What follows belongs to an exercise in optimizing a design on an open flow for small area, a short achievable clock period and few clock cycles; a production flow would make more cautious choices. Function was checked by simulation only, so behaviour that the tests miss may differ from the original.

the previous run:
==> flow/design.v <==
module ram_stream_buffer #(
  parameter int DATA_WIDTH = 128,
  parameter int ADDR_WIDTH = 8,
  parameter int ENT_NUM    = 16,
  parameter int CNT_WIDTH  = 5,
  parameter int BYTE_W     = 4
) (
  input  logic                    clk,
  input  logic                    rst_n,
  input  logic                    ctrl_vld,
  output logic                    ctrl_rdy,
  input  logic [ADDR_WIDTH-1:0]   ctrl_start_addr,
  input  logic [CNT_WIDTH-1:0]    ctrl_ent_num,
  input  logic                    ctrl_dir,
  input  logic [BYTE_W-1:0]       ctrl_start_byte,
  input  logic [BYTE_W-1:0]       ctrl_end_byte,
  output logic                    ram_read_vld,
  output logic [ADDR_WIDTH-1:0]   ram_read_addr,
  input  logic                    ram_read_rdy,
  input  logic                    ram_rsp_vld,
  input  logic [DATA_WIDTH-1:0]   ram_rsp_data,
  output logic                    mxu_vld,
  output logic [DATA_WIDTH-1:0]   mxu_data,
  output logic [DATA_WIDTH/8-1:0] mxu_byte_en,
  output logic                    mxu_last,
  input  logic                    mxu_rdy,
  output logic                    busy,
  output logic                    done
);
  localparam int NBYTES = DATA_WIDTH / 8;
  localparam int ARR_N  = ENT_NUM - 1;      
  localparam int PW     = $clog2(ENT_NUM + 1);
  logic                  act_v;
  logic [ADDR_WIDTH-1:0] act_addr;      
  logic                  act_dir;
  logic [CNT_WIDTH-1:0]  act_rem;       
  logic                  act_last;      
  logic                  slot_v;
  logic [ADDR_WIDTH-1:0] slot_addr;
  logic                  slot_dir;
  logic [CNT_WIDTH-1:0]  slot_num;
  logic                  rvld_q;
  logic [PW-1:0]         pend_q;        
  logic [PW-1:0]         outst_q;       
  logic                  outst_nz_q;
  logic                  fv;
  logic [BYTE_W-1:0]     f_sb, f_eb;
  logic [CNT_WIDTH-1:0]  f_left;        
  logic                  f_first, f_last;
  logic [BYTE_W-1:0]     q_sb  [2];
  logic [BYTE_W-1:0]     q_eb  [2];
  logic [CNT_WIDTH-1:0]  q_nm1 [2];
  logic                  q_wp, q_rp;
  logic                  q_ge1, q_ge2;  
  logic [DATA_WIDTH-1:0] arr [ARR_N];
  logic [ARR_N-1:0]      wptr_q, rptr_q;   
  logic [ARR_N-1:0]      wsel_q;           
  logic                  arr_ne_q;         
  logic                  arr_one;          
  logic                  head_v;
  logic [DATA_WIDTH-1:0] head_data;
  logic [NBYTES-1:0]     head_be;
  logic                  head_last;
  logic                  zpend_q;       
  logic                  done_q;
  logic                  ctrl_rdy_q, busy_q;
  logic accept, acc_zero, acc_real;
  assign accept   = ctrl_vld & ctrl_rdy_q;
  assign acc_zero = accept & (ctrl_ent_num == '0);
  assign acc_real = accept & (ctrl_ent_num != '0);
  logic fire, act_fin, act_free, act_load_slot, act_load_ctrl, act_v_d, slot_v_d;
  logic [PW-1:0] pend_d, outst_d;
  logic pop, push, hload;
  assign fire          = rvld_q & ram_read_rdy;
  assign act_fin       = fire & act_last;
  assign act_free      = ~act_v | act_fin;
  assign act_load_slot = act_free & slot_v;
  assign act_load_ctrl = act_free & acc_real;
  assign act_v_d       = act_load_slot | act_load_ctrl | (act_v & ~act_fin);
  assign slot_v_d      = (slot_v | acc_real) & ~act_free;
  assign pop     = head_v & mxu_rdy;
  always_comb begin
    case ({fire, pop})
      2'b10:   pend_d = pend_q + PW'(1);
      2'b01:   pend_d = pend_q - PW'(1);
      default: pend_d = pend_q;
    endcase
    case ({fire, push})
      2'b10:   outst_d = outst_q + PW'(1);
      2'b01:   outst_d = outst_q - PW'(1);
      default: outst_d = outst_q;
    endcase
  end
  assign arr_one = |(wptr_q & {rptr_q[ARR_N-2:0], rptr_q[ARR_N-1]});
  logic pend_ok_d, outst_nz_d, arr_ne_d;
  always_comb begin
    case ({fire, pop})
      2'b10:   pend_ok_d = (pend_q != PW'(ENT_NUM - 1));
      2'b01:   pend_ok_d = 1'b1;
      default: pend_ok_d = (pend_q != PW'(ENT_NUM));
    endcase
    case ({fire, push})
      2'b10:   outst_nz_d = 1'b1;
      2'b01:   outst_nz_d = (outst_q != PW'(1));
      default: outst_nz_d = outst_nz_q;
    endcase
    case ({push, hload})
      2'b10:   arr_ne_d = 1'b1;
      2'b01:   arr_ne_d = ~arr_one;
      default: arr_ne_d = arr_ne_q;
    endcase
  end
  assign push   = ram_rsp_vld & outst_nz_q;
  assign hload  = arr_ne_q & (~head_v | mxu_rdy);
  logic fpop, f_free, f_from_q, f_from_ctrl, q_push, fv_d;
  assign fpop        = hload & f_last;
  assign f_free      = ~fv | fpop;
  assign f_from_q    = f_free & q_ge1;
  assign f_from_ctrl = f_free & ~q_ge1 & acc_real;
  assign q_push      = acc_real & ~f_from_ctrl;
  assign fv_d        = f_from_q | f_from_ctrl | (fv & ~fpop);
  logic q_ge1_d, q_ge2_d;
  assign q_ge1_d = q_ge2 | (q_ge1 & ~f_from_q) | q_push;
  assign q_ge2_d = (q_ge2 & ~f_from_q) | (q_ge1 & q_push & ~f_from_q);
  logic [NBYTES-1:0] f_be;
  for (genvar b = 0; b < NBYTES; b++) begin : g_be
    assign f_be[b] = (!f_first || (BYTE_W'(b) >= f_sb)) &&
                     (!f_last  || (BYTE_W'(b) <= f_eb));
  end
  logic [DATA_WIDTH-1:0] arr_rd;
  always_comb begin
    arr_rd = '0;
    for (int i = 0; i < ARR_N; i++)
      arr_rd = arr_rd | (arr[i] & {DATA_WIDTH{rptr_q[i]}});
  end
  logic idle, zdone, zpend_d, rdy_d;
  assign idle    = ~fv & ~head_v;
  assign zdone   = idle & (zpend_q | acc_zero);
  assign zpend_d = (zpend_q | acc_zero) & ~idle;
  assign rdy_d   = ~slot_v_d & ~q_ge2_d & ~zpend_d;
  assign ctrl_rdy      = ctrl_rdy_q;
  assign busy          = busy_q;
  assign ram_read_vld  = rvld_q;
  assign ram_read_addr = act_addr;
  assign mxu_vld       = head_v;
  assign mxu_data      = head_data;
  assign mxu_byte_en   = head_be;
  assign mxu_last      = head_last;
  assign done          = done_q;
  always_ff @(posedge clk or negedge rst_n) begin
    if (!rst_n) begin
      act_v      <= 1'b0;
      slot_v     <= 1'b0;
      rvld_q     <= 1'b0;
      pend_q     <= '0;
      outst_q    <= '0;
      outst_nz_q <= 1'b0;
      fv         <= 1'b0;
      q_wp       <= 1'b0;
      q_rp       <= 1'b0;
      q_ge1      <= 1'b0;
      q_ge2      <= 1'b0;
      wptr_q     <= ARR_N'(1);
      wsel_q     <= '0;
      rptr_q     <= ARR_N'(1);
      arr_ne_q   <= 1'b0;
      head_v     <= 1'b0;
      zpend_q    <= 1'b0;
      done_q     <= 1'b0;
      ctrl_rdy_q <= 1'b1;
      busy_q     <= 1'b0;
    end else begin
      act_v      <= act_v_d;
      slot_v     <= slot_v_d;
      pend_q     <= pend_d;
      rvld_q     <= act_v_d & pend_ok_d;
      outst_q    <= outst_d;
      outst_nz_q <= outst_nz_d;
      if (q_push)   q_wp <= ~q_wp;
      if (f_from_q) q_rp <= ~q_rp;
      q_ge1 <= q_ge1_d;
      q_ge2 <= q_ge2_d;
      fv    <= fv_d;
      if (push)  wptr_q <= {wptr_q[ARR_N-2:0], wptr_q[ARR_N-1]};
      wsel_q <= (push ? {wptr_q[ARR_N-2:0], wptr_q[ARR_N-1]} : wptr_q) & {ARR_N{outst_nz_d}};
      if (hload) rptr_q <= {rptr_q[ARR_N-2:0], rptr_q[ARR_N-1]};
      arr_ne_q <= arr_ne_d;
      head_v   <= hload | (head_v & ~mxu_rdy);
      zpend_q    <= zpend_d;
      done_q     <= (pop & head_last) | zdone;
      ctrl_rdy_q <= rdy_d;
      busy_q     <= ~rdy_d;
    end
  end
  always_ff @(posedge clk) begin
    if (act_load_slot) begin
      act_addr <= slot_addr;
      act_dir  <= slot_dir;
      act_rem  <= slot_num;
      act_last <= (slot_num == CNT_WIDTH'(1));
    end else if (act_load_ctrl) begin
      act_addr <= ctrl_start_addr;
      act_dir  <= ctrl_dir;
      act_rem  <= ctrl_ent_num;
      act_last <= (ctrl_ent_num == CNT_WIDTH'(1));
    end else if (fire) begin
      act_addr <= act_dir ? act_addr - ADDR_WIDTH'(1) : act_addr + ADDR_WIDTH'(1);
      act_rem  <= act_rem - CNT_WIDTH'(1);
      act_last <= (act_rem == CNT_WIDTH'(2));
    end
    if (acc_real & ~act_free) begin
      slot_addr <= ctrl_start_addr;
      slot_dir  <= ctrl_dir;
      slot_num  <= ctrl_ent_num;
    end
    if (f_from_q) begin
      f_sb    <= q_sb[q_rp];
      f_eb    <= q_eb[q_rp];
      f_left  <= q_nm1[q_rp];
      f_last  <= (q_nm1[q_rp] == '0);
      f_first <= 1'b1;
    end else if (f_from_ctrl) begin
      f_sb    <= ctrl_start_byte;
      f_eb    <= ctrl_end_byte;
      f_left  <= ctrl_ent_num - CNT_WIDTH'(1);
      f_last  <= (ctrl_ent_num == CNT_WIDTH'(1));
      f_first <= 1'b1;
    end else if (hload) begin
      f_left  <= f_left - CNT_WIDTH'(1);
      f_last  <= (f_left == CNT_WIDTH'(1));
      f_first <= 1'b0;
    end
    if (hload) begin
      head_be   <= f_be;
      head_last <= f_last;
    end
  end
  always_ff @(posedge clk) begin
    if (q_push) begin
      q_sb[q_wp]  <= ctrl_start_byte;
      q_eb[q_wp]  <= ctrl_end_byte;
      q_nm1[q_wp] <= ctrl_ent_num - CNT_WIDTH'(1);
    end
  end
  always_ff @(posedge clk) begin
    head_data <= (arr_rd & {DATA_WIDTH{hload}}) | (head_data & {DATA_WIDTH{~hload}});
  end
  for (genvar i = 0; i < ARR_N; i++) begin : g_arr
    always_ff @(posedge clk) begin
      if (ram_rsp_vld & wsel_q[i]) arr[i] <= ram_rsp_data;
    end
  end
endmodule
Settings: LEC_CHECK=0, ABC_CLOCK_PERIOD_IN_PS=2400, CAP_MARGIN=20, CORE_MARGIN=2, CORE_UTILIZATION=70, CTS_CLUSTER_DIAMETER=60, CTS_CLUSTER_SIZE=25, SETUP_SLACK_MARGIN=2.65, SLEW_MARGIN=20; clock period 5.0 ns.
run.sh (not shown) runs the stock make flow with config.mk's settings and CLKGATE_MAP_FILE= SYNTH_SCRIPT=/design/flow/synth_recipe.tcl, a recipe that flattens the netlist after the stock synthesis.
The previous run finished all stages; the layout is clean.
Testbench counts of the previous run, summed over its fixed seeds: cycles 6,083.
Edits applied to the flow inputs when going from the previous run to the current run:
--- a/flow/design.v
+++ b/flow/design.v
@@ -62,11 +62,11 @@
   logic [NBYTES-1:0]     head_be;
   logic                  head_last;
   logic                  zpend_q;       
   logic                  done_q;
-  logic                  ctrl_rdy_q, busy_q;
+  logic                  busy_q;        
   logic accept, acc_zero, acc_real;
-  assign accept   = ctrl_vld & ctrl_rdy_q;
+  assign accept   = ctrl_vld & ~busy_q;
   assign acc_zero = accept & (ctrl_ent_num == '0);
   assign acc_real = accept & (ctrl_ent_num != '0);
   logic fire, act_fin, act_free, act_load_slot, act_load_ctrl, act_v_d, slot_v_d;
   logic [PW-1:0] pend_d, outst_d;
@@ -137,9 +137,9 @@
   assign idle    = ~fv & ~head_v;
   assign zdone   = idle & (zpend_q | acc_zero);
   assign zpend_d = (zpend_q | acc_zero) & ~idle;
   assign rdy_d   = ~slot_v_d & ~q_ge2_d & ~zpend_d;
-  assign ctrl_rdy      = ctrl_rdy_q;
+  assign ctrl_rdy      = ~busy_q;
   assign busy          = busy_q;
   assign ram_read_vld  = rvld_q;
   assign ram_read_addr = act_addr;
   assign mxu_vld       = head_v;
@@ -166,9 +166,8 @@
       arr_ne_q   <= 1'b0;
       head_v     <= 1'b0;
       zpend_q    <= 1'b0;
       done_q     <= 1'b0;
-      ctrl_rdy_q <= 1'b1;
       busy_q     <= 1'b0;
     end else begin
       act_v      <= act_v_d;
       slot_v     <= slot_v_d;
@@ -187,9 +186,8 @@
       arr_ne_q <= arr_ne_d;
       head_v   <= hload | (head_v & ~mxu_rdy);
       zpend_q    <= zpend_d;
       done_q     <= (pop & head_last) | zdone;
-      ctrl_rdy_q <= rdy_d;
       busy_q     <= ~rdy_d;
     end
   end
   always_ff @(posedge clk) begin
Results
Sequential fraction of the synthesis area delta (the current run -> the previous run): insignificant
The current run ended with more count of cell types in the netlist than the previous run.
Between the current run and the previous run, the starting DRC count in detailed routing is higher for the previous run.
Via count of the first global-routing pass ends up higher on the previous run.
Diff the previous run -> the current run | number of logic stages on the critical path including buffering | increase of 2
Re detailed-route wire length: the current run and the previous run aren't equal, and the lower value belongs to the current run.
Area occupied by multi-input gates, the current run and the previous run: higher on the previous run
The current run has met2 wire length below what the previous run had.
Of the current run and the previous run, it is the current run that has the higher relative max-transition margin.
The current run ends up with a count of buffers added by post-CTS timing repair for setup that is 1 lower than in the previous run.
In the metrics for the current run and the previous run, the one carrying the lower count of buffer and inverter cells on the critical path is the previous run.
The current run and the previous run ended up with roughly the same area growth from synthesis to layout.
Testbench counts of the current run, summed over its fixed seeds: cycles 6,083.

separate check: timing with driven ports:
How much do the figures lean on ideal ports? The routed layouts below were timed once more, with nothing changed but the port constraints. Step 1 assumes that a clkbuf_16 drives the clock port and a buf_2 every other input. Step 2 also shifts input and output timing later by t, the mid clock arrival at the registers, as if the neighbouring blocks saw the same clock. Three values: no drivers, after step 1, after step 2; two values: the first two.
run	t, ns	setup WS [ns]	slew at the worst register clock pin (ns)
the previous run	0.836	2.532 / 2.456 / 1.911	0.09 / 0.09
the current run	0.836	2.514 / 2.496 / 1.706	0.10 / 0.10
After both steps setup and hold are still met in every run listed. For the current run, which loses most, drivers alone change the setup slack by -0.018 ns; drivers and shift together by -0.808 ns.
